Background: an optimization exercise with open tools, aiming at small area, a short achievable clock period and few clock cycles. Do not read the settings as production practice. In this exercise RTL edits were held to simulation tests only and were not proved equivalent to the original. Power and IR drop assume default switching activity.

==> run a <==
// rational_arithmetic_unit
module rational_arithmetic_unit (
   input  wire                   clock,
   input  wire                   reset,
   input  wire                   req_valid,
   output logic                  req_ready,
   input  wire [127:0]           req_payload,
   output logic                  rsp_valid,
   input  wire                   rsp_ready,
   output logic [159:0]          rsp_payload
);
   rau_pkg::req_type req_p;
   assign req_p = req_payload;
   localparam int IDLE  = 0;
   localparam int MUL   = 1;
   localparam int FIX   = 2;
   localparam int GCD   = 3;
   localparam int ALIGN = 4;
   localparam int DIV   = 5;
   localparam int FIN   = 6;
   localparam int OUT   = 7;
   logic [7:0]  st_ff, st_in;
   logic        pend_ff, take;
   logic [63:0] u_ff, u_in, v_ff, v_in;
   logic [63:0] m11_ff, m11_in, m12_ff, m12_in, m21_ff, m21_in, m22_ff, m22_in;
   logic [5:0]  cnt_ff, cnt_in;
   logic        addsub_ff, sub_ff, mul_ff, neg3_ff, ones_ff, neg_ff, dbz_ff, inv1_ff;
   logic        addsub_in, sub_in, mul_in, neg3_in, ones_in, neg_in, dbz_in, inv1_in;
   logic        r_mul, r_div, r_dbz, r_sub, r_neg3, r_inv1;
   logic [63:0] r_m12, r_m22;
   always_comb begin
      r_mul = (req_p.mode == rau_pkg::MODE_MUL);
      r_div = (req_p.mode == rau_pkg::MODE_DIV);
      r_sub = (req_p.mode == rau_pkg::MODE_SUB);
      r_neg3 = r_div && req_p.right_numerator[31];
      r_inv1 = r_neg3 || (r_mul && (req_p.right_numerator == 32'hFFFF_FFFF));
      r_dbz = (req_p.left_denominator == 31'd0) || (req_p.right_denominator == 31'd0) ||
              (r_div && req_p.right_numerator == 32'd0);
      if (r_mul)      r_m12 = {33'd0, req_p.right_denominator};
      else if (r_div) r_m12 = 64'(signed'(req_p.right_numerator));
      else            r_m12 = {33'd0, req_p.left_denominator};
      r_m22 = {r_mul ? req_p.right_numerator : {1'b0, req_p.right_denominator},
               1'b0, req_p.left_denominator};
   end
   logic [31:0] bx, by;
   logic        bx_last, by_last, g1a, g1b, g2a, g2b, g3a, g3b;
   logic [63:0] n_a, t1a, t1b, t2a, t2b, t3a, t3b, n_sum, d_sum;
   logic [63:0] s1, k1, s2, k2, s3, k3, s4, k4;
  ...
Settings: LEC_CHECK=0, CAP_MARGIN=20, CORE_MARGIN=2, CORE_UTILIZATION=40, SLEW_MARGIN=20; clock period 13.0 ns.
run.sh (not shown) runs the stock make flow with config.mk's settings and CLKGATE_MAP_FILE= SYNTH_SCRIPT=/design/flow/synth_recipe.tcl, a recipe that flattens the netlist after the stock synthesis.
==> run b: changes against run a <==
--- a/flow/design.v
+++ b/flow/design.v
@@ -78,88 +78,62 @@
    localparam int FIN   = 6;
    localparam int OUT   = 7;
    logic [7:0]  st_ff, st_in;
    logic        pend_ff, take;
    logic [63:0] u_ff, u_in, v_ff, v_in;
    logic [63:0] m11_ff, m11_in, m12_ff, m12_in, m21_ff, m21_in, m22_ff, m22_in;
    logic [5:0]  cnt_ff, cnt_in;
-   logic        addsub_ff, sub_ff, mul_ff, neg3_ff, ones_ff, neg_ff, dbz_ff, inv1_ff;
-   logic        addsub_in, sub_in, mul_in, neg3_in, ones_in, neg_in, dbz_in, inv1_in;
-   logic        r_mul, r_div, r_dbz, r_sub, r_neg3, r_inv1;
+   logic        addsub_ff, sub_ff, mul_ff, neg3_ff, ones_ff, neg_ff, dbz_ff;
+   logic        addsub_in, sub_in, mul_in, neg3_in, ones_in, neg_in, dbz_in;
+   logic        r_mul, r_div, r_dbz;
    logic [63:0] r_m12, r_m22;
    always_comb begin
       r_mul = (req_p.mode == rau_pkg::MODE_MUL);
       r_div = (req_p.mode == rau_pkg::MODE_DIV);
-      r_sub = (req_p.mode == rau_pkg::MODE_SUB);
-      r_neg3 = r_div && req_p.right_numerator[31];
-      r_inv1 = r_neg3 || (r_mul && (req_p.right_numerator == 32'hFFFF_FFFF));
       r_dbz = (req_p.left_denominator == 31'd0) || (req_p.right_denominator == 31'd0) ||
               (r_div && req_p.right_numerator == 32'd0);
       if (r_mul)      r_m12 = {33'd0, req_p.right_denominator};
       else if (r_div) r_m12 = 64'(signed'(req_p.right_numerator));
       else            r_m12 = {33'd0, req_p.left_denominator};
       r_m22 = {r_mul ? req_p.right_numerator : {1'b0, req_p.right_denominator},
                1'b0, req_p.left_denominator};
    end
    logic [31:0] bx, by;
-   logic        bx_last, by_last, g1a, g1b, g2a, g2b, g3a, g3b;
-   logic [63:0] n_a, t1a, t1b, t2a, t2b, t3a, t3b, n_sum, d_sum;
-   logic [63:0] s1, k1, s2, k2, s3, k3, s4, k4;
-   logic        c1;
+   logic        bx_last, by_last, b3;
+   logic [63:0] n_a, t1, t2, t3, csa_s, csa_c, n_sum, d_sum;
+   logic        c1, c2, c3;
    assign bx = m22_ff[63:32];
    assign by = m22_ff[31:0];
-   function automatic logic [63:0] csa_c(input logic [63:0] x, input logic [63:0] y,
-                                         input logic [63:0] z, input logic cin);
-      csa_c = {(x[62:0] & y[62:0]) | (x[62:0] & z[62:0]) | (y[62:0] & z[62:0]), cin};
-   endfunction
    always_comb begin
-      g1a = ones_ff || bx[0];
-      g1b = !ones_ff && bx[1];
-      t1a = g1a ? m11_ff : 64'd0;
-      t1b = g1b ? {m11_ff[62:0], inv1_ff} : 64'd0;
-      g2a = addsub_ff && by[0];
-      g2b = addsub_ff && by[1];
-      t2a = g2a ? m21_ff : 64'd0;
-      t2b = g2b ? {m21_ff[62:0], sub_ff} : 64'd0;
+      t1 = (ones_ff || bx[0]) ? ((ones_ff || neg3_ff) ? ~m11_ff : m11_ff) : 64'd0;
+      c1 = ones_ff || (bx[0] && neg3_ff);
+      t2 = (addsub_ff && by[0]) ? (sub_ff ? ~m21_ff : m21_ff) : 64'd0;
+      c2 = addsub_ff && by[0] && sub_ff;
       n_a = u_ff;
       if (st_ff[FIX]) begin
          n_a = 64'd0;
-         t1a = ~u_ff;
-         g1a = 1'b1;
-         t1b = 64'd0;
-         g1b = 1'b0;
-         t2a = 64'd0;
-         g2a = 1'b0;
-         t2b = 64'd0;
-         g2b = 1'b0;
-      end
-      s1 = n_a ^ t1a ^ t1b;
-      k1 = csa_c(n_a, t1a, t1b, g1b && inv1_ff);
-      s2 = s1 ^ k1 ^ t2a;
-      k2 = csa_c(s1, k1, t2a, g2a && sub_ff);
-      s3 = s2 ^ k2 ^ t2b;
-      k3 = csa_c(s2, k2, t2b, g2b && sub_ff);
-      c1 = g1a && (inv1_ff || st_ff[FIX]);
-      g3a = addsub_ff ? bx[0] : by[0];
-      g3b = addsub_ff ? bx[1] : by[1];
-      t3a = g3a ? m12_ff : 64'd0;
-      t3b = g3b ? {m12_ff[62:0], neg3_ff} : 64'd0;
-      s4 = v_ff ^ t3a ^ t3b;
-      k4 = csa_c(v_ff, t3a, t3b, g3b && neg3_ff);
-      bx_last = ones_ff || (bx[31:2] == 30'd0);
-      by_last = (by[31:2] == 30'd0);
+         t1  = ~u_ff;
+         c1  = 1'b1;
+         t2  = 64'd0;
+         c2  = 1'b0;
+      end
+      csa_s = n_a ^ t1 ^ t2;
+      csa_c = {(n_a[62:0] & t1[62:0]) | (n_a[62:0] & t2[62:0]) | (t1[62:0] & t2[62:0]), c2};
+      b3 = addsub_ff ? bx[0] : by[0];
+      t3 = b3 ? (neg3_ff ? ~m12_ff : m12_ff) : 64'd0;
+      c3 = b3 && neg3_ff;
+      bx_last = ones_ff || (bx[31:1] == 31'd0);
+      by_last = (by[31:1] == 31'd0);
    end
    logic [63:0] uv_diff, vu_diff, m1_sum, m2_sum;
    logic        u_ge_v, nc0, nc1, nc2, nc3, nc4;
-   rau_alu u_add_n  (.a(s3), .b(k3), .cin(c1), .y(n_sum), .cout(nc0));
-   rau_alu u_add_d  (.a(st_ff[MUL] ? s4 : v_ff), .b(st_ff[MUL] ? k4 : ~u_ff),
-                     .cin(st_ff[MUL] ? (g3a && neg3_ff) : 1'b1), .y(d_sum), .cout(nc1));
+   rau_alu u_add_n  (.a(csa_s),  .b(csa_c),  .cin(c1),         .y(n_sum),   .cout(nc0));
+   rau_alu u_add_d  (.a(v_ff),   .b(t3),     .cin(c3),         .y(d_sum),   .cout(nc1));
    rau_alu u_sub_uv (.a(u_ff),   .b(~v_ff),  .cin(1'b1),       .y(uv_diff), .cout(u_ge_v));
-   assign vu_diff = d_sum;
-   assign nc2     = 1'b0;
+   rau_alu u_sub_vu (.a(v_ff),   .b(~u_ff),  .cin(1'b1),       .y(vu_diff), .cout(nc2));
    rau_alu u_add_m1 (.a(m11_ff), .b(m12_ff), .cin(st_ff[FIN]), .y(m1_sum),  .cout(nc3));
    rau_alu u_add_m2 (.a(m21_ff), .b(m22_ff), .cin(1'b0),       .y(m2_sum),  .cout(nc4));
    logic       u_eq_v, u_zero;
    logic [3:0] dlow;
    logic [1:0] su, sv, sb, sd;
    function automatic logic [1:0] tz3(input logic [2:0] x);
       if (x[0])      tz3 = 2'd1;
@@ -190,15 +164,14 @@
       st_in     = st_ff;
       cnt_in    = cnt_ff;
       addsub_in = addsub_ff;
       sub_in    = sub_ff;
       mul_in    = mul_ff;
       neg3_in   = neg3_ff;
       ones_in   = ones_ff;
-      inv1_in   = inv1_ff;
       neg_in    = neg_ff;
       dbz_in    = dbz_ff;
       u_src   = SRC_HOLD;  u_sh   = 2'd0;
       v_src   = SRC_HOLD;  v_sh   = 2'd0;
       m11_src = SRC_HOLD;  m11_sh = 2'd0;
       m12_src = SRC_HOLD;  m12_sh = 2'd0;
       m21_src = SRC_HOLD;  m21_sh = 2'd0;
@@ -209,27 +182,25 @@
       m11_in = 64'd0;
       m12_in = 64'd0;
       m21_in = 64'd0;
       m22_in = 64'd0;
       if (take) begin
          begin
             addsub_in = !req_p.mode[1];
-            sub_in    = r_sub;
+            sub_in    = (req_p.mode == rau_pkg::MODE_SUB);
             mul_in    = r_mul;
-            neg3_in   = r_neg3;
+            neg3_in   = r_div && req_p.right_numerator[31];
             ones_in   = r_mul && (req_p.right_numerator == 32'hFFFF_FFFF);
-            inv1_in   = r_inv1;
             neg_in    = 1'b0;
             dbz_in    = r_dbz;
             st_in     = r_dbz ? 8'd1 << FIN : 8'd1 << MUL;
          end
       end
       if (st_ff[MUL]) begin
-         ones_in = mul_ff && !ones_ff && (bx[31:2] == 30'h3FFF_FFFF);
-         inv1_in = inv1_ff || ones_in;
+         ones_in = mul_ff && !ones_ff && (bx[31:1] == 31'h7FFF_FFFF);
          if (bx_last && by_last) begin
             st_in = n_sum[63] ? 8'd1 << FIX : 8'd1 << GCD;
          end
       end
       if (st_ff[FIX]) begin
          neg_in = 1'b1;
          st_in  = 8'd1 << GCD;
@@ -300,17 +271,17 @@
             v_src = SRC_B;
             v_sh  = sd;
          end
       end else if (st_ff[DIV] || (st_ff[ALIGN] && !u_ge_v && cnt_ff != 6'd0)) begin
          v_sh = 2'd1;
       end
       if (st_ff[MUL]) begin
-         m11_sh = 2'd2;
-         m12_sh = 2'd2;
-         m21_sh = 2'd2;
+         m11_sh = 2'd1;
+         m12_sh = 2'd1;
+         m21_sh = 2'd1;
       end else if (st_ff[GCD] && !u_zero) begin
          if (!u_ff[0] && !v_ff[0]) begin
          end else if (!u_ff[0]) begin
             m11_sh = su;
             m21_sh = su;
          end else if (!v_ff[0]) begin
             m12_sh = sv;
@@ -337,25 +308,22 @@
       m11_in = shl3(pick(m11_src, m11_ff, m1_sum, m1_sum, m1_sum), m11_sh, m11_fill);
       m12_in = shl3(pick(m12_src, m12_ff, m1_sum, m1_sum, m1_sum), m12_sh, 1'b0);
       m21_in = shl3(pick(m21_src, m21_ff, m2_sum, m2_sum, m2_sum), m21_sh, 1'b0);
       m22_in = shl3(pick(m22_src, m22_ff, m2_sum, m2_sum, m2_sum), m22_sh, 1'b0);
       if (take) begin
          u_in   = 64'd0;
          v_in   = 64'd0;
-         m11_in = 64'(signed'(req_p.left_numerator)) ^ {64{r_inv1}};
-         m21_in = 64'(signed'(req_p.right_numerator)) ^ {64{r_sub}};
-         m12_in = r_m12 ^ {64{r_neg3}};
+         m11_in = 64'(signed'(req_p.left_numerator));
+         m21_in = 64'(signed'(req_p.right_numerator));
+         m12_in = r_m12;
          m22_in = r_m22;
       end
       if (st_ff[MUL]) begin
-         m11_in = (ones_in && !inv1_ff) ? {~m11_ff[61:0], 2'b11} : {m11_ff[61:0], {2{inv1_ff}}};
-         m12_in = {m12_ff[61:0], {2{neg3_ff}}};
-         m21_in = {m21_ff[61:0], {2{sub_ff}}};
-         m22_in = {ones_ff ? 32'd0 : (mul_ff ? {{2{bx[31]}}, bx[31:2]} : {2'b0, bx[31:2]}),
-                   2'b0, by[31:2]};
+         m22_in = {ones_ff ? 32'd0 : (mul_ff ? {bx[31], bx[31:1]} : {1'b0, bx[31:1]}),
+                   1'b0, by[31:1]};
          if (bx_last && by_last) begin
             m11_in = 64'd1;
             m12_in = 64'd0;
             m21_in = 64'd0;
             m22_in = 64'd1;
          end
       end
@@ -436,15 +404,14 @@
       m21_ff    <= m21_in;
       m22_ff    <= m22_in;
       cnt_ff    <= cnt_in;
       addsub_ff <= addsub_in;
       sub_ff    <= sub_in;
       mul_ff    <= mul_in;
       neg3_ff   <= neg3_in;
-      inv1_ff   <= inv1_in;
       ones_ff   <= ones_in;
       neg_ff    <= neg_in;
       dbz_ff    <= dbz_in;
    end
    assign req_ready   = pend_ff;
    assign rsp_valid   = st_ff[OUT];
    assign rsp_payload = {m11_ff, m21_ff[31:0], m22_ff[62:0], dbz_ff};
==> qor summary <==
metric                                                                run b          run a
Result of the run                          no timing/DRC/antenna violations  no timing/DRC/antenna violations
Floorplan core area                                             0.1537 mm^2    0.1693 mm^2
Adder and majority cell fraction of the synthesized area             0.1020         0.1363
Met3 track demand over resource                                      0.1575         0.2397
Initial DRC Count                                                     11350          13570
FF+latch area                                                 0.008197 mm^2  0.008239 mm^2
Area share of the largest cell type after synthesis                  0.1297         0.1174
Vias per std cell                                                     7.128          7.199
Clock-cell share of area                                            0.03134        0.02630
Taps Inserted                                                          2044           2218
Post-detailed-placement half-perimeter wirelength                 330400 um      356900 um
Number of unique standard cell types used by synthesis                  118            145
Pwr/cell area                                                 210.1 mW/mm^2  248.7 mW/mm^2
Standard cell area after detailed placement                    0.06571 mm^2   0.07254 mm^2
Number of nets at the end of the flow                                  9252          10170
Critical path startpoint                                          m22_ff[0]        u_ff[0]
Fraction of area in multi-input gates                                0.7308         0.7349
Final total power                                                  14280 uW       18630 uW
Cell count of the worst reg-to-reg path                                  19             22
Transition at the pin with the smallest max-transition slack       1.382 ns       1.354 ns
Switching pwr                                                       8657 uW       11800 uW
Core Rows                                                               144            151
Fraction of the mapped netlist area in simple logic gates            0.2004         0.2242
Register fraction of the total cell area                             0.1206         0.1100
Testbench counts of run a, summed over its fixed seeds: cycles 50,511.
Testbench counts of run b, summed over its fixed seeds: cycles 62,642.

## separate check: timing with driven ports
The results above use ideal ports. As a check the final layouts listed here were re-extracted and re-timed, cells and wires unchanged.
Step 1: set_driving_cell puts a clkbuf_16 on clock and a buf_2 on each other input, an assumption about the parent block.
Step 2 moves the port delays by t, midway between the first and last clock arrival at a register: inputs arrive t later, outputs are due t later. That takes back most of the time a late clock gives input paths.
Three values: no drivers, after step 1, after step 2; two values: the first two.
run	t, ns	slack for setup (ns)	hold slack, ns	worst setup path after step 2
run a	0.808	5.194 / 5.194 / 5.194	0.520 / 0.520 / 0.520	register to register
run b	0.807	4.857 / 4.857 / 4.857	0.564 / 0.564 / 0.564	register to register
After both steps every run listed still meets setup and hold.
